This is an optimization exercise on Yosys and OpenROAD, whose aim is small area, a short achievable clock period and few clock cycles per item, not a production implementation. The RTL was checked by simulation tests, not by an equivalence proof against the original design.

==> flow/design.v, too long to show whole: its modules and the start of the top module <==
// module exp_fx_mul: 24 lines
// module exp_taylor_seq: 3597 lines
module exp_taylor_seq (
  input  logic        clk,
  input  logic        rst_n,
  input  logic        in_valid,
  output logic        in_ready,
  input  logic [31:0] in_data,
  output logic        out_valid,
  input  logic        out_ready,
  output logic [31:0] out_data
);
  // ...
==> flow/flow/run.sh <==
#!/bin/bash
set -euo pipefail
MARGIN=$(cat flow/margin.txt)
bash standard.sh SETUP_SLACK_MARGIN=$MARGIN finish > flow_make.log 2>&1
==> flow/flow/margin.txt <==
7.0
==> flow/standard.sh <==
#!/bin/bash
# synth_recipe.tcl (not shown) runs the flow's synth.tcl, then flattens the netlist and writes it again
# the make line also repeats each setting of config.mk as NAME=value (left out here)
make -C /OpenROAD-flow-scripts/flow DESIGN_CONFIG=/design/flow/config.mk WORK_HOME=/design/flow/orfs CLKGATE_MAP_FILE= SYNTH_SCRIPT=/design/flow/synth_recipe.tcl "${@:-finish}"
==> flow/config.mk <==
export PLATFORM = sky130hd
export DESIGN_NAME = exp_taylor_seq
export DESIGN_NICKNAME = exp_taylor_seq
export VERILOG_FILES = /design/flow/design.v
export SDC_FILE = /design/flow/constraint.sdc
export NUM_CORES = 4
export LEC_CHECK = 0
export CAP_MARGIN = 20
export CORE_MARGIN = 2
export CORE_UTILIZATION = 40
export SLEW_MARGIN = 20
==> flow/constraint.sdc <==
create_clock -name core_clock -period 11.0 [get_ports {clk}]
set_input_delay 2.2000 -clock core_clock [delete_from_list [all_inputs] [get_ports {clk}]]
set_output_delay 2.2000 -clock core_clock [all_outputs]
set_load 0.01 [all_outputs]
==> flow_summary.ini, run 1 <==
[route]
drc = 0
drt_pass1_iterations = 6
via_per_inst = 5.813
num_vias = 34460
routed_wl_um = 153600

[setup_path]
worstPathRequired_ns = 8.80
arrival_ns = 1.78
cp_cell_sequence = clkdlybuf4s50_1
regToRegEndpoint = out_data[21]$_DFFE_PN_

[logic_synthesis]
synthMuxAreaShare_pct = 0.6706
synth_top_family_by_area = adder cells
synth_fa_ha_area_share_pct = 29.50

[placement]
routabilityCongestion = 0.9314
dpl_cell_area_um2 = 47810

[job]
maxCapViolCount = 0

[sta]
finalCriticalPeriod_ns = 3.981
min_period_over_period_pct = 36.19
max_slew.worst_pin.slew_ns = 1.139

[clock_tree]
insertion_delay_ns = 0.65
postCtsSetupRepairBufs = 3

[cells_and_area]
multi_input_area_share_pct = 60.59
final_cells = 5929
multi_input_comb_cells = 3060
post-route-cell-area_um2 = 50580
seq_cell_count = 571

[global_route]
antenna_found_initial = 11
use_met3_pct = 6.355

[floorplan]
die_w_um = 343.4

[status]
status = no timing/DRC/antenna violations
Testbench counts, summed over its fixed seeds: cycles 6,120, items 320.
==> inputs of run 2 (changes only) <==
--- a/flow/design.v
+++ b/flow/design.v
@@ -2140,38 +2140,41 @@
   logic fs2061;
   logic fc2062;
   logic fs2063;
   logic fc2064;
   logic fs2065;
   logic fc2066;
   logic fs2067;
   logic fc2068;
+  logic [4:0] k_dec;
+  logic [7:0] rd_one, rd_two, rd_neg;
+  assign k_dec = k3 - 5'd1;
   always_comb begin
-    r_one = 8'd0; r_two = 8'd0; r_neg = 8'd0;
-    unique case (k0)
-      5'd2: begin r_one = 8'h00; r_two = 8'h80; r_neg = 8'h00; end
-      5'd3: begin r_one = 8'hff; r_two = 8'h00; r_neg = 8'h00; end
-      5'd4: begin r_one = 8'h80; r_two = 8'h00; r_neg = 8'h00; end
-      5'd5: begin r_one = 8'hff; r_two = 8'h00; r_neg = 8'h55; end
-      5'd6: begin r_one = 8'hff; r_two = 8'h00; r_neg = 8'h7f; end
-      5'd7: begin r_one = 8'hb6; r_two = 8'h49; r_neg = 8'h49; end
-      5'd8: begin r_one = 8'h80; r_two = 8'h40; r_neg = 8'h40; end
-      5'd9: begin r_one = 8'h26; r_two = 8'h49; r_neg = 8'h25; end
-      5'd10: begin r_one = 8'h02; r_two = 8'h7d; r_neg = 8'h2b; end
-      5'd11: begin r_one = 8'h58; r_two = 8'h23; r_neg = 8'h11; end
-      5'd12: begin r_one = 8'h7f; r_two = 8'h00; r_neg = 8'h00; end
-      5'd13: begin r_one = 8'h6d; r_two = 8'h00; r_neg = 8'h0c; end
-      5'd14: begin r_one = 8'h6d; r_two = 8'h12; r_neg = 8'h12; end
-      5'd15: begin r_one = 8'h55; r_two = 8'h00; r_neg = 8'h00; end
-      5'd16: begin r_one = 8'h40; r_two = 8'h00; r_neg = 8'h00; end
-      5'd17: begin r_one = 8'h55; r_two = 8'h00; r_neg = 8'h11; end
-      5'd18: begin r_one = 8'h49; r_two = 8'h12; r_neg = 8'h12; end
-      5'd19: begin r_one = 8'h71; r_two = 8'h0a; r_neg = 8'h22; end
-      5'd20: begin r_one = 8'h7f; r_two = 8'h00; r_neg = 8'h2a; end
+    rd_one = 8'd0; rd_two = 8'd0; rd_neg = 8'd0;
+    unique case (k_dec)
+      5'd2: begin rd_one = 8'h00; rd_two = 8'h80; rd_neg = 8'h00; end
+      5'd3: begin rd_one = 8'hff; rd_two = 8'h00; rd_neg = 8'h00; end
+      5'd4: begin rd_one = 8'h80; rd_two = 8'h00; rd_neg = 8'h00; end
+      5'd5: begin rd_one = 8'hff; rd_two = 8'h00; rd_neg = 8'h55; end
+      5'd6: begin rd_one = 8'hff; rd_two = 8'h00; rd_neg = 8'h7f; end
+      5'd7: begin rd_one = 8'hb6; rd_two = 8'h49; rd_neg = 8'h49; end
+      5'd8: begin rd_one = 8'h80; rd_two = 8'h40; rd_neg = 8'h40; end
+      5'd9: begin rd_one = 8'h26; rd_two = 8'h49; rd_neg = 8'h25; end
+      5'd10: begin rd_one = 8'h02; rd_two = 8'h7d; rd_neg = 8'h2b; end
+      5'd11: begin rd_one = 8'h58; rd_two = 8'h23; rd_neg = 8'h11; end
+      5'd12: begin rd_one = 8'h7f; rd_two = 8'h00; rd_neg = 8'h00; end
+      5'd13: begin rd_one = 8'h6d; rd_two = 8'h00; rd_neg = 8'h0c; end
+      5'd14: begin rd_one = 8'h6d; rd_two = 8'h12; rd_neg = 8'h12; end
+      5'd15: begin rd_one = 8'h55; rd_two = 8'h00; rd_neg = 8'h00; end
+      5'd16: begin rd_one = 8'h40; rd_two = 8'h00; rd_neg = 8'h00; end
+      5'd17: begin rd_one = 8'h55; rd_two = 8'h00; rd_neg = 8'h11; end
+      5'd18: begin rd_one = 8'h49; rd_two = 8'h12; rd_neg = 8'h12; end
+      5'd19: begin rd_one = 8'h71; rd_two = 8'h0a; rd_neg = 8'h22; end
+      5'd20: begin rd_one = 8'h7f; rd_two = 8'h00; rd_neg = 8'h2a; end
       default: ;
     endcase
   end
   always_comb begin
     for (int j = 0; j < 16; j++) begin
       logic lo;
       lo = (j == 0) ? 1'b0 : z1[2*j-1];
       zo_d[j] = z1[2*j] ^ lo;
@@ -3619,17 +3622,20 @@
       out_valid <= ov0_n;
       ov1 <= ov1_n;
       in_ready <= in_ready_n;
     end
   end
   always_ff @(posedge clk) begin
     x0 <= free ? in_data : xr;
     z0 <= free ? in_data : ((fin3 & ~d3) ? xr : z3);
-    k0 <= free ? 5'd20 : k3 - 5'd1;
+    k0 <= free ? 5'd20 : k_dec;
+    r_one <= free ? 8'h7f : rd_one;
+    r_two <= free ? 8'h00 : rd_two;
+    r_neg <= free ? 8'h2a : rd_neg;
     t0 <= free ? ein : t3;
     d0 <= free ? 1'b0 : (d3 | fin3);
     rr0_q <= rr0_d;
     rr1_q <= rr1_d;
     z1 <= z0; k1 <= k0; t1 <= t0; d1 <= d0;
     y2 <= rsum[47:16];
     z_one <= zo_d; z_two <= zt_d; z_neg <= zn_d; k2 <= k1; t2 <= t1; d2 <= d1;
     zr0_q <= zr0_d;
==> flow/flow/margin.txt (replaced) <==
7.5
==> flow_summary.ini, run 2 <==
[status]
status = no timing/DRC/antenna violations

[route]
wl_met3_um = 21010
route.met2.wl_um = 78980
antenna_left = 0
via_per_inst = 6.018
drc = 0
routed_wl_um = 177600
drt_iter0_drc = 4250
routedWlPerCell_um = 27.78
drt_pass1_iterations = 6
met1_length_um = 66030
maxUsedRoutingLayer = met5
num_vias = 38480

[logic_synthesis]
yosysMostFrequentCell = a22oi_1
syn_nets = 5623
synthDistinctLibCells = 93
yosys_warnings = 1
ys_seq_area_share_pct = 25.32
synth_area_um2 = 47890
synth-xor-area-share_pct = 14.78
synth_top_cell_by_area = fa_1
ys_ff_latch = 571
syn_area_per_cell_um2 = 9.902
synth_top_area_share_pct = 23.66
ys.flop_type = dfxtp_1
synthSimpleGateAreaFrac_pct = 5.536
synthMuxAreaShare_pct = 0.6374
postSynthCellCount = 4837
synth-edff-count = 64
synth_top_family_by_area = adder cells
synth_fa_ha_area_share_pct = 28.49
synth_compound_area_share_pct = 17.79
yosys-top-cells-count = 670 x a22oi_1, 566 x fa_1, 538 x xor2_1, 496 x dfxtp_1, 485 x inv_1
synthTopCellsByArea = fa_1 24%, dfxtp_1 21%, a22oi_1 11%
async_flop_share_pct = 1.926

[clock_tree]
cts_sinks = 571
cts_buffers = 68
clk_pin_slew_worst_paths_ns = 0.06
cts_max_level = 3
cts_buffer_depth = 3
cts_tree = done
clock-root-buffer = clkbuf_16
insertion_delay_ns = 0.68

[setup_path]
arrival_ns = 4.01
cp_max_fo = 8
worstPathRequired_ns = 11.39
regToRegEndpoint = out_data[5]$_DFFE_PN_
r2r_start = zr0_q[19]$_DFF_P_
critPathKind = flip-flop to flip-flop
reg2reg_slack_ns = 7.38
cp-end-kind = flip-flop
r2r_cells = 10
worstSetupStartpointType = flip-flop

[worst_hold_path]
hp-start = k1[4]$_DFF_P_
holdPathEnd = k2[4]$_DFF_P_
hold_depth = 0
min_path_type = flip-flop to flip-flop

[floorplan]
floorplan.rows = 126
die_area_um2 = 122500
die_w_um = 350.0
die_h_um = 350.0
io_pins = 70
start_util_pct = 40.45
core-area_um2 = 118400

[global_route]
grt.overflow.total = 0
grt_pass1_wl_um = 258300
grt_pass1_vias = 39320
grt_max_degree = 82
antenna_found_initial = 12
grt_use_total_pct = 28.25

[placement]
hpwl_um = 109600
io_buffers = 69
dp_cells = 6144
routabilityCongestion = 0.9865

[sta]
fin_tns_setup_ns = 0
finClkSkew_ns = 0.04932
drv_slew = 0
finalCriticalPeriod_ns = 3.625
setup_viol = 0
min_period_over_period_pct = 32.95
rsz0062_at_grt = true
max_slew_margin_pct = 34.69
fmax_ghz = 0.2759
hold_viol = 0
max_slew.worst_pin.slew_ns = 0.9797

[cells_and_area]
num-nets-final = 5523
largest_register_ffs = 48
syn_to_final_growth_pct = 15.88
layout_common_cells = 642 x a22oi_1, 543 x fa_1, 528 x xor2_1
fill_cells = 10890
top_register = zr0_q
layout-drive-gt1-share_pct = 14.64
final_common_cell = a22oi_1
final_cells = 6393

[job]
maxCapViolCount = 0
-- run 2: logic make-up after synthesis --
family                   after synthesis
AO/OA/AOI/OAI                       1193
buffers and inverters                947
XOR/XNOR                             808
adder cells (fa/ha/maj)              751
flip-flops                           571
AND/OR/NAND/NOR                      539
multiplexers                          28
-- run 2: worst max-delay path, cell delays in order, from the launching register on --
cell      delay [ns]
dfxtp_1         0.32
fa_1            0.49
ha_2            0.52
nand4_1         0.37
o211ai_1        0.29
o31ai_4         0.15
a211o_1         0.33
a21oi_2         0.22
nand2b_4        0.18
o21ai_1         0.17
mux2_2          0.34
-- run 2: area by class of cell --
cell class	instances	area [µm²]	area share [%]
antenna	4	10.01	0.01804
clock buffer	82	1887	3.400
clock inverter	40	389.1	0.7011
inverter	485	1824	3.287
multi-input combinational	3319	33320	60.03
sequential	571	12370	22.28
tap	1600	2002	3.607
timing repair buffer	292	3706	6.677
-- run 2: worst max path at each step --
stage                             to  slack, ns  depth (start not counted)         startpoint
2_1_floorplan      zr0_q[33]$_DFF_P_       7.46                          9   z_neg[1]$_DFF_P_
3_3_place_gp       zr0_q[33]$_DFF_P_       6.90                          9      k2[3]$_DFF_P_
3_5_place_dp       zr0_q[33]$_DFF_P_       6.87                          9      k2[3]$_DFF_P_
4_1_cts            zr0_q[38]$_DFF_P_       7.35                         12   z_one[2]$_DFF_P_
5_1_grt            zr0_q[38]$_DFF_P_       7.29                         12   z_one[2]$_DFF_P_
6_report       out_data[5]$_DFFE_PN_       7.38                         10  zr0_q[19]$_DFF_P_
-- run 2: through the flow --
step	utilization (%)	worst slack (ns)	hold WS, ns	cell area [µm²]
6_report	46.88	7.375	0.3193	55500
5_1_grt	46.87	7.291	0.3319	55500
4_1_cts	45.68	7.348	0.3212	54080
3_5_place_dp	41.96	6.871	0.3121	49680
3_3_place_gp	41.95	6.904	0.3102	49670
2_1_floorplan	-	7.463	0.3096	48110
-- run 2: what timing repair did --
item,in CTS,in global routing
pin swaps,38,99
setup buffers,33,56
resized for setup,431,196
hold buffers,0,0
gates cloned,25,9
setup endpoints to repair,219,158
-- run 2: per-layer routing --
metal	GRT usage [%]	vias to the layer above
li1	-	16080
met1	34.66	19320
met2	43.96	2453
met3	9.076	624
met4	15.57	6
met5	0	-
Testbench counts of run 2, summed over its fixed seeds: cycles 6,120, items 320.
==> inputs of run 3 (changes only) <==
==> flow/flow/margin.txt (replaced) <==
8.0
==> flow_summary.ini, run 3 <==
[logic_synthesis]
synthMuxAreaShare_pct = 0.6374
ys.flop_type = dfxtp_1
synth_compound_area_share_pct = 17.79
synthSimpleGateAreaFrac_pct = 5.536
synth_top_cell_by_area = fa_1
synthDistinctLibCells = 93
ys_seq_area_share_pct = 25.32
synth_area_um2 = 47890
syn_nets = 5623
async_flop_share_pct = 1.926
postSynthCellCount = 4837
synth_fa_ha_area_share_pct = 28.49
synth_top_family_by_area = adder cells
syn_area_per_cell_um2 = 9.902
synth-edff-count = 64
synthTopCellsByArea = fa_1 24%, dfxtp_1 21%, a22oi_1 11%
synth_top_area_share_pct = 23.66
yosys_warnings = 1
yosysMostFrequentCell = a22oi_1
yosys-top-cells-count = 670 x a22oi_1, 566 x fa_1, 538 x xor2_1, 496 x dfxtp_1, 485 x inv_1
ys_ff_latch = 571
synth-xor-area-share_pct = 14.78

[route]
routed_wl_um = 193100
drc = 0
drt_pass1_iterations = 8
num_vias = 40740
antenna_left = 0
via_per_inst = 6.071
routedWlPerCell_um = 28.77
drt_iter0_drc = 5315

[setup_path]
cp_cell_sequence = buf_2
cp-end-kind = output pin
worstSetupStartpointType = flip-flop
slowest_delay_ns = 0.58
critical_path.top_delay_family = flip-flops
worstPathRequired_ns = 8.80
crit_slowest_cell = edfxtp_1
arrival_ns = 1.44
cp_max_fo = 2
reg2reg_slack_ns = 7.38
critPathKind = flip-flop to output pin
path_buf_inv = 1

[sta]
holdWs_ns = 0.3249
fmax_ghz = 0.2745
max_slew.worst_pin.slew_ns = 1.159
min_period_over_period_pct = 33.12
finClkSkew_ns = 0.05122
fin_ws_ns = 7.357
setup_viol = 0
finalCriticalPeriod_ns = 3.643
fin_tns_setup_ns = 0
drv_slew = 0
rsz0062_at_grt = true
hold_viol = 0
max_slew_margin_pct = 22.76

[cells_and_area]
final_common_cell = xor2_1
syn_to_final_growth_pct = 30.16
layout-drive-gt1-share_pct = 31.37
num-nets-final = 5835
layout_common_cells = 490 x xor2_1, 454 x a22oi_1, 414 x inv_1
fill_cells = 9986
top_register = zr0_q
seq_area_um2 = 12510
multi_input_area_um2 = 36090
final_core_util_pct = 52.65
largest_register_ffs = 48

[clock_tree]
cts_buffer_depth = 3
cts_tree = done
cts_sinks = 571
cts_buffers = 68
clk_pin_slew_worst_paths_ns = 0.06
clock-root-buffer = clkbuf_16
cts_max_level = 3
insertion_delay_ns = 0.67

[global_route]
grt.overflow.total = 0
grt_max_degree = 72
antenna_found_initial = 6
grt_pass1_wl_um = 278400
grt_pass1_vias = 41710
grt_use_total_pct = 30.71

[placement]
hpwl_um = 104600
dp_slack_ns = 6.759
io_buffers = 69
routabilityCongestion = 0.9168

[floorplan]
core-area_um2 = 118400
die_w_um = 350.0
die_h_um = 350.0
floorplan.rows = 126
die_area_um2 = 122500
start_util_pct = 40.45
io_pins = 70

[job]
maxCapViolCount = 0

[status]
status = no timing/DRC/antenna violations

[worst_hold_path]
min_path_type = flip-flop to flip-flop
run 3: final timing paths:
kind	startpoint	endpoint	depth (start not counted)
worst max-delay path	out_data[25]$_DFFE_PN_	out_data[25]	1
worst min-delay path	z0[5]$_DFF_P_	z1[5]$_DFF_P_	0
worst max register to register	zr2_q[5]$_DFF_P_	out_data[27]$_DFFE_PN_	14
worst min register to register	z0[5]$_DFF_P_	z1[5]$_DFF_P_	0
max in group asynchronous	rst_n	ov1$_DFF_PN0_	1
min in group asynchronous	rst_n	v2$_DFF_PN0_	1
run 3: layer usage:
metal | part of all wire (%) | up-vias | global-route usage, %
met1 | 36 | 20140 | 37.60
li1 | - | 16720 | -
met2 | 43 | 2984 | 46.28
met3 | 14 | 895 | 10.74
met4 | 8.0 | 6 | 19.01
met5 | 0.034 | - | 0
run 3: through the flow:
step,instance area (µm²),cells
6_report,62340,6711
5_1_grt,62330,6706
4_1_cts,59840,6615
3_5_place_dp,49990,6139
3_3_place_gp,49990,6139
2_1_floorplan,49230,4837
run 3: final cells by class:
class / instances / share of cell area (%)
multi-input combinational: 3319 / 57.88
sequential: 571 / 20.06
timing repair buffer: 603 / 11.99
tap: 1600 / 3.211
clock buffer: 90 / 3.141
inverter: 485 / 2.938
clock inverter: 35 / 0.7265
antenna: 7 / 0.02810
timing repair inverter: 1 / 0.01204
run 3: cell families after synthesis:
family / Yosys count
flip-flops: 571
AND/OR/NAND/NOR: 539
multiplexers: 28
XOR/XNOR: 808
buffers and inverters: 947
AO/OA/AOI/OAI: 1193
adder cells (fa/ha/maj): 751
run 3: timing repair:
action | CTS | global route
hold buffers | 0 | 0
endpoints found under the setup margin | 359 | 304
pin swaps | 375 | 284
cloned | 40 | 10
resized for setup | 1136 | 365
hold endpoints to repair | 0 | 0
setup buffers | 311 | 78
==> inputs of run 4 (changes only) <==
==> flow/flow/run.sh (replaced) <==
#!/bin/bash
set -euo pipefail
MARGIN=$(cat flow/margin.txt)
R=$PWD/orfs/results/$FLOW_PLATFORM/exp_taylor_seq/base
bash standard.sh "$R/1_2_yosys.v" > flow_synth.log 2>&1
python3 flow/polar.py "$R/1_2_yosys.v" > flow_polar.log 2>&1
bash standard.sh SETUP_SLACK_MARGIN=$MARGIN finish > flow_make.log 2>&1
==> flow/flow/margin.txt (replaced) <==
7.0
==> flow/flow/polar.py (new file) <==
#!/usr/bin/env python3
"""Removes inverters around full-adder cells in a Yosys netlist (in place).

A full adder is self-dual: FA(~a, ~b, ~c) = (~sum, ~cout). Yosys maps the design with
`abc -fast` before it extracts adders, so many sky130 fa cells end up with inverters on
their inputs or outputs. This pass flips an adder (takes its inputs from the other side
of their inverters and lets its outputs carry the complement) whenever that removes more
inverters than it adds, and repeats until no flip helps. Registers are not touched.
Usage: polar.py netlist.v
"""
import re
import sys

path = sys.argv[1]
text = open(path).read()

m_first = re.search(r"^\s*sky130_fd_sc_hd__\w+\s+\S+\s*\(", text, re.M)
head = text[: m_first.start()]
body = text[m_first.start():]
end = body.rindex("endmodule")
tail = body[end:]
body = body[:end]

cell_re = re.compile(r"\s*(sky130_fd_sc_hd__\w+)\s+(\S+)\s*\((.*?)\);", re.S)
pin_re = re.compile(r"\.(\w+)\(\s*([^()]*?)\s*\)")

cells = {}
order = []
pos = 0
for m in cell_re.finditer(body):
    assert body[pos:m.start()].strip() == "", body[pos:m.start()][:200]
    pos = m.end()
    typ, name, pins = m.group(1), m.group(2), m.group(3)
    pd = {}
    for p, n in pin_re.findall(pins):
        assert "{" not in n and "," not in n, n
        pd[p] = n.strip()
    cells[name] = [typ, pd]
    order.append(name)
assert body[pos:].strip() == ""

OUTP = {"X", "Y", "Q", "Q_N", "SUM", "COUT", "HI", "LO"}
ports = set()
for m in re.finditer(r"^\s*output\s+(\[(\d+):(\d+)\]\s+)?(\w+);", head, re.M):
    if m.group(1):
        for i in range(int(m.group(3)), int(m.group(2)) + 1):
            ports.add(f"{m.group(4)}[{i}]")
    else:
        ports.add(m.group(4))

driver = {}
loads = {}
for c, (t, pd) in cells.items():
    for p, n in pd.items():
        if p in OUTP:
            driver[n] = (c, p)
        else:
            loads.setdefault(n, set()).add((c, p))


def is_inv(c):
    return c in cells and re.match(r"sky130_fd_sc_hd__(clk)?inv_\d+$", cells[c][0]) is not None


def connect(c, p, n):
    old = cells[c][1][p]
    if p in OUTP:
        if driver.get(old) == (c, p):
            del driver[old]
        driver[n] = (c, p)
    else:
        loads[old].discard((c, p))
        loads.setdefault(n, set()).add((c, p))
    cells[c][1][p] = n


def remove(c):
    for p, n in cells[c][1].items():
        if p in OUTP:
            if driver.get(n) == (c, p):
                del driver[n]
        else:
            loads[n].discard((c, p))
    del cells[c]


uid = [0]
new_nets = []


def new_net():
    uid[0] += 1
    n = f"_polar_n{uid[0]}_"
    new_nets.append(n)
    return n


def add_inv(a, y):
    uid[0] += 1
    c = f"_polar_i{uid[0]}_"
    cells[c] = ["sky130_fd_sc_hd__inv_1", {"A": a, "Y": y}]
    order.append(c)
    loads.setdefault(a, set()).add((c, "A"))
    driver[y] = (c, "Y")
    return c


def inv_of(n):
    """An existing inverter whose input is n."""
    for c, p in loads.get(n, ()):
        if is_inv(c) and p == "A":
            return c
    return None


def gain(f):
    pd = cells[f][1]
    g = 0
    need_new = set()
    ins = [pd[p] for p in ("A", "B", "CIN")]
    for n in set(ins):
        k = ins.count(n)
        d = driver.get(n)
        if d and is_inv(d[0]):
            others = [l for l in loads.get(n, ()) if l[0] != f]
            if not others and n not in ports:
                g += 1
        elif inv_of(n) is None:
            need_new.add(n)
    g -= len(need_new)
    for p in ("SUM", "COUT"):
        o = pd[p]
        inv_l = [c for c, q in loads.get(o, ()) if is_inv(c)]
        other = [l for l in loads.get(o, ()) if not is_inv(l[0])]
        g += len(inv_l)
        if other or o in ports:
            g -= 1
    return g


def flip(f):
    pd = cells[f][1]
    for p in ("A", "B", "CIN"):
        n = pd[p]
        d = driver.get(n)
        if d and is_inv(d[0]):
            inv = d[0]
            m = cells[inv][1]["A"]
            connect(f, p, m)
            if not loads.get(n) and n not in ports:
                remove(inv)
        else:
            inv = inv_of(n)
            if inv is None:
                y = new_net()
                add_inv(n, y)
                connect(f, p, y)
            else:
                connect(f, p, cells[inv][1]["Y"])
    for p in ("SUM", "COUT"):
        o = pd[p]
        inv_l = [c for c, q in list(loads.get(o, ())) if is_inv(c)]
        other = [l for l in loads.get(o, ()) if not is_inv(l[0])]
        if inv_l:
            keep = inv_l[0]
            u = cells[keep][1]["Y"]
            remove(keep)
            connect(f, p, u)
            for c in inv_l[1:]:
                uk = cells[c][1]["Y"]
                remove(c)
                for (lc, lp) in list(loads.get(uk, ())):
                    connect(lc, lp, u)
                if uk in ports:
                    raise Exception("inverter drives a port")
            if other or o in ports:
                add_inv(u, o)
        else:
            if other or o in ports:
                nn = new_net()
                connect(f, p, nn)
                add_inv(nn, o)


before = sum(1 for c in cells if is_inv(c))
total = 0
for it in range(20):
    changed = 0
    for f in list(order):
        if f in cells and cells[f][0].startswith("sky130_fd_sc_hd__fa_"):
            if gain(f) > 0:
                flip(f)
                changed += 1
    total += changed
    if not changed:
        break
# an inverter behind a lone xor2/xnor2 output: swap the gate for its complement instead
COMP = {"sky130_fd_sc_hd__xor2_1": "sky130_fd_sc_hd__xnor2_1", "sky130_fd_sc_hd__xnor2_1": "sky130_fd_sc_hd__xor2_1"}
swapped = 0
for c in list(order):
    if c not in cells or not is_inv(c):
        continue
    n = cells[c][1]["A"]
    d = driver.get(n)
    if not d or cells[d[0]][0] not in COMP or n in ports:
        continue
    if loads.get(n) != {(c, "A")}:
        continue
    g = d[0]
    y = cells[c][1]["Y"]
    remove(c)
    newpin = "Y" if d[1] == "X" else "X"
    del driver[n]
    pd = cells[g][1]
    del pd[d[1]]
    pd[newpin] = y
    driver[y] = (g, newpin)
    cells[g][0] = COMP[cells[g][0]]
    swapped += 1
print(f"polar: swapped {swapped} xor/xnor gates for their inverters")
after = sum(1 for c in cells if is_inv(c))
print(f"polar: flipped {total} adders, inverters {before} -> {after}")

used = set()
for c, (t, pd) in cells.items():
    used.update(pd.values())


def fmt(n):
    return n + " " if n.startswith("\\") else n


hl = []
for line in head.rstrip("\n").split("\n"):
    mw = re.match(r"^\s*wire\s+(\\\S+\s|\w+)\s*;\s*$", line)
    if mw and mw.group(1).strip() not in used and mw.group(1).strip() not in ports:
        continue
    hl.append(line)
out = ["\n".join(hl)]
for n in new_nets:
    if n in used:
        out.append(f"  wire {n};")
for c in order:
    if c not in cells:
        continue
    t, pd = cells[c]
    pins = ",\n".join(f"    .{p}({fmt(n)})" for p, n in pd.items())
    out.append(f"  {t} {c} (\n{pins}\n  );")
out.append(tail)
open(path, "w").write("\n".join(out))
==> flow_summary.ini, run 4 <==
[status]
status = no timing/DRC/antenna violations

[clock_tree]
cts_sinks = 571
cts_buffer_depth = 3
insertion_delay_ns = 0.65
clk_pin_slew_worst_paths_ns = 0.07
cts_buffers = 68
cts_max_level = 3
hold_buffers = 0
clock-root-buffer = clkbuf_16
cts_tree = done

[placement]
hpwl_um = 107600
io_buffers = 69
dp_cells = 5919
routabilityCongestion = 0.9608
dp_slack_ns = 6.790

[route]
drt_pass1_iterations = 6
via_per_inst = 6.018
drt_iter0_drc = 3776
routedWlPerCell_um = 26.84
num_vias = 36400
drc = 0
routed_wl_um = 162400
antenna_left = 0

[floorplan]
die_w_um = 347.8
io_pins = 70
die_area_um2 = 121000
core-area_um2 = 117600
floorplan.rows = 126
die_h_um = 347.8
start_util_pct = 40.20

[setup_path]
cp-end-kind = flip-flop
crit_end = zr0_q[34]$_DFF_P_
critical_path.startpoint = y2[15]$_DFF_P_
r2r_cells = 9
worstSetupStartpointType = flip-flop
critPathKind = flip-flop to flip-flop
regToRegEndpoint = zr0_q[34]$_DFF_P_
cp_max_fo = 32
worstPathRequired_ns = 11.54
reg2reg_slack_ns = 7.08
r2r_start = y2[15]$_DFF_P_
arrival_ns = 4.47

[cells_and_area]
largest_register_ffs = 48
seq_area_um2 = 12180
layout_common_cells = 670 x a22oi_1, 566 x fa_1, 528 x xor2_1
fill_cells = 11210
syn_to_final_growth_pct = 8.659
multi_input_area_um2 = 32270
layout-drive-gt1-share_pct = 7.249
top_register = zr0_q
num-nets-final = 5242
final_cells = 6049
final_common_cell = a22oi_1

[sta]
holdWs_ns = 0.3218
rsz0062_at_grt = true
max_slew_margin_pct = 17.20
min_period_over_period_pct = 35.68
fin_tns_setup_ns = 0
finClkSkew_ns = 0.02739
finalCriticalPeriod_ns = 3.925
fin_ws_ns = 7.075
drv_slew = 0
hold_viol = 0
fmax_ghz = 0.2548
setup_viol = 0
max_slew.worst_pin.slew_ns = 1.240

[logic_synthesis]
syn_area_per_cell_um2 = 10.12
postSynthCellCount = 4673
synth_area_um2 = 47280
syn_nets = 5459
yosys_warnings = 1

[job]
maxCapViolCount = 0

[worst_hold_path]
min_path_type = flip-flop to flip-flop

[global_route]
grt_use_total_pct = 26.66
grt.overflow.total = 0
antenna_found_initial = 3
grt_pass1_vias = 37720
grt_pass1_wl_um = 244300
grt_max_degree = 72
[run 4: worst min-delay path by stage]
stage / from / endpoint / slack [ns] / cells after the start
after global placement: t0[0]$_DFF_P_ / t1[0]$_DFF_P_ / 0.31 / 0
final: z0[15]$_DFF_P_ / z1[15]$_DFF_P_ / 0.32 / 0
after detailed placement: z0[19]$_DFF_P_ / z1[19]$_DFF_P_ / 0.31 / 0
after CTS: k1[2]$_DFF_P_ / k2[2]$_DFF_P_ / 0.32 / 0
after floorplan: d0$_SDFF_PN0_ / d1$_DFF_P_ / 0.31 / 0
after global routing: k1[2]$_DFF_P_ / k2[2]$_DFF_P_ / 0.33 / 0
[run 4: stage by stage]
step / utilization, % / area [µm²]
after CTS: 43.60 / 51280
after detailed placement: 41.65 / 48990
after global placement: 41.65 / 48980
after global routing: 43.68 / 51370
after floorplan: - / 47280
final: 43.68 / 51370
[run 4: layout make-up]
cell class / count / area share [%]
clock inverters: 36 / 0.6357
well taps: 1536 / 3.741
inverters: 321 / 2.353
diodes: 2 / 0.009742
repair buffers: 175 / 3.018
clock buffers: 89 / 3.724
flip-flops and latches: 571 / 23.70
multi-input cells: 3319 / 62.81
[run 4: what timing repair did]
item / 4_1_cts / 5_1_grt
buffers inserted: 3 / 0
resized for setup: 12 / 29
endpoints found under the setup margin: 23 / 46
pin swaps: 1 / 0
[run 4: routing by layer]
metal | vias to the layer above | routed length, µm | global-route usage (%) | share of wire, %
met5 | - | 22 | 0 | 0.014
met4 | 4 | 8754 | 13.55 | 5.4
met3 | 471 | 15720 | 5.824 | 9.7
met2 | 2064 | 74220 | 41.98 | 46
met1 | 18370 | 63640 | 34.50 | 39
li1 | 15500 | - | - | -
[run 4: critical path: stages, from the launching register on]
cell	delay [ns]
dfxtp_1	0.32
buf_4	0.50
a22oi_1	0.20
xor2_1	0.20
fa_1	0.54
fa_1	0.52
fa_1	0.51
fa_1	0.43
fa_1	0.52
inv_1	0.04
==> inputs of run 5 (changes only) <==
--- a/flow/config.mk
+++ b/flow/config.mk
@@ -7,5 +7,7 @@
 export LEC_CHECK = 0
 export CAP_MARGIN = 20
 export CORE_MARGIN = 2
-export CORE_UTILIZATION = 40
+export CORE_UTILIZATION = 55
+export CTS_BUF_LIST = sky130_fd_sc_hd__clkbuf_8
+export CTS_CLUSTER_SIZE = 20
 export SLEW_MARGIN = 20
==> flow_summary.ini, run 5 <==
[floorplan]
die_w_um = 297.2
die_h_um = 297.2
floorplan.rows = 107
io_pins = 70
core-area_um2 = 85150
start_util_pct = 55.53
die_area_um2 = 88320

[setup_path]
cp_cell_sequence = buf_4, xnor2_1, fa_1, inv_1, fa_1, fa_1, fa_1, fa_1, inv_1
r2r_cells = 9
cp_max_fo = 36
reg2reg_slack_ns = 7.07
crit_top_cell = fa_1
cp-end-kind = flip-flop
r2r_start = z_neg[5]$_DFF_P_
slowest_delay_ns = 0.56
arrival_ns = 4.59
regToRegEndpoint = zr0_q[35]$_DFF_P_
crit_slowest_cell = fa_1
critical_path.startpoint = z_neg[5]$_DFF_P_
worstPathRequired_ns = 11.66
critPathKind = flip-flop to flip-flop
worstSetupStartpointType = flip-flop

[worst_hold_path]
hp-start = z0[5]$_DFF_P_
hold_depth = 0
holdPathEnd = z1[5]$_DFF_P_
min_path_type = flip-flop to flip-flop

[sta]
max_slew.worst_pin.slew_ns = 1.276
hold_viol = 0
setup_viol = 0
finalCriticalPeriod_ns = 3.927
fin_ws_ns = 7.073
max_slew_margin_pct = 14.84
fin_tns_setup_ns = 0
fmax_ghz = 0.2547
drv_slew = 0
rsz0062_at_grt = true
min_period_over_period_pct = 35.70
finClkSkew_ns = 0.04928

[cells_and_area]
largest_register_ffs = 48
final_core_util_pct = 59.61
final_common_cell = a22oi_1
layout-drive-gt1-share_pct = 8.092
num-nets-final = 5264
final_cells = 5707
top_register = zr0_q
syn_to_final_growth_pct = 7.362
fill_cells = 7492
layout_common_cells = 670 x a22oi_1, 566 x fa_1, 527 x xor2_1

[status]
status = no timing/DRC/antenna violations

[global_route]
grt_use_total_pct = 36.01
grt-busiest-layer = met2
grt_pass1_vias = 37420
antenna_found_initial = 3
grt_pass1_wl_um = 241300
use_met3_pct = 7.778
grt_max_degree = 73
grt.overflow.total = 0
gr-usage-met2_pct = 57.24
use_met1_pct = 46.32

[clock_tree]
cts_buffers = 101
hold_buffers = 0
clk_pin_slew_worst_paths_ns = 0.06
cts_buffer_depth = 3
insertion_delay_ns = 0.77
cts_sinks = 571
cts_tree = done
cts_max_level = 3
clock-root-buffer = clkbuf_8

[route]
num_vias = 35910
routed_wl_um = 158600
via_per_inst = 6.293
drc = 0
drt_iter0_drc = 3664
drt_pass1_iterations = 9
antenna_left = 0
routedWlPerCell_um = 27.79

[logic_synthesis]
syn_nets = 5459
yosys_warnings = 1
syn_area_per_cell_um2 = 10.12
postSynthCellCount = 4673
synth_area_um2 = 47280

[placement]
dp_slack_ns = 6.802
hpwl_um = 105700
routabilityCongestion = 0.9512
io_buffers = 69
dp_cells = 5516

[job]
maxCapViolCount = 0
==> run 5: area by class of cell <==
cell class | count | area [µm²] | area share [%]
multi-input cells | 3319 | 32260 | 63.55
flip-flops and latches | 571 | 12180 | 24.00
clock buffers | 125 | 1720 | 3.389
repair buffers | 164 | 1481 | 2.918
well taps | 1144 | 1431 | 2.820
inverters | 321 | 1205 | 2.374
clock inverters | 60 | 470.5 | 0.9268
diodes | 3 | 7.507 | 0.01479
==> run 5: what timing repair did <==
item | 4_1_cts | 5_1_grt
setup buffers | 1 | 1
setup endpoints to repair | 15 | 17
resized for setup | 9 | 20
==> run 5: routing by layer <==
layer	vias up	part of all wire (%)
met3	447	9.1
met5	-	0.0082
met4	2	5.3
met2	1946	46
met1	17950	39
li1	15570	-
==> run 5: worst max-delay path by stage <==
stage                             end  cells after the start
floorplan              x0[27]$_DFF_P_                      7
global placement    zr0_q[34]$_DFF_P_                      8
detailed placement  zr0_q[35]$_DFF_P_                      9
CTS                 zr0_q[35]$_DFF_P_                      9
global route        zr0_q[35]$_DFF_P_                      9
finish              zr0_q[35]$_DFF_P_                      9
==> run 5: worst max-delay path: cells and delay by family (launching register included) <==
family     cells  cell delay [ns]
xor+xnor       1             0.21
fa+ha+maj      5             2.57
buf+inv        3             0.64
flops          1             0.31
==> run 5: stage by stage <==
stage | hold WS (ns) | instance area [µm²]
finish | 0.3005 | 50760
detailed placement | 0.3121 | 48420
global route | 0.3199 | 50750
global placement | 0.3101 | 48420
floorplan | 0.3096 | 47280
CTS | 0.3073 | 50640

-- separate check: timing with driven ports --
The flow's constraints put no driver on any port. The routed layouts listed below were extracted and timed again, unchanged, in two steps.
Step 1 sets driving cells, clkbuf_16 on the clock port and buf_2 on the other inputs (assumed; they add their load-dependent delay and slew).
Step 2 moves the port delays by t, midway between the first and last clock arrival at a register: inputs arrive t later, outputs are due t later. That takes back most of the time a late clock gives input paths.
Slacks: no drivers / after step 1 / after step 2; pairs: no drivers / after step 1.
| run | t, ns | setup WS [ns] | worst register clock-pin slew, ns |
|---|---|---|---|
| run 1 | 0.700 | 7.019 / 6.952 / 7.099 | 0.07 / 0.07 |
| run 2 | 0.731 | 7.375 / 7.375 / 7.375 | 0.07 / 0.07 |
| run 3 | 0.714 | 7.357 / 7.284 / 7.375 | 0.08 / 0.08 |
| run 4 | 0.706 | 7.075 / 7.043 / 7.075 | 0.07 / 0.07 |
| run 5 | 0.814 | 7.073 / 7.026 / 7.073 | 0.07 / 0.07 |
After both steps setup and hold are still met in every run listed.
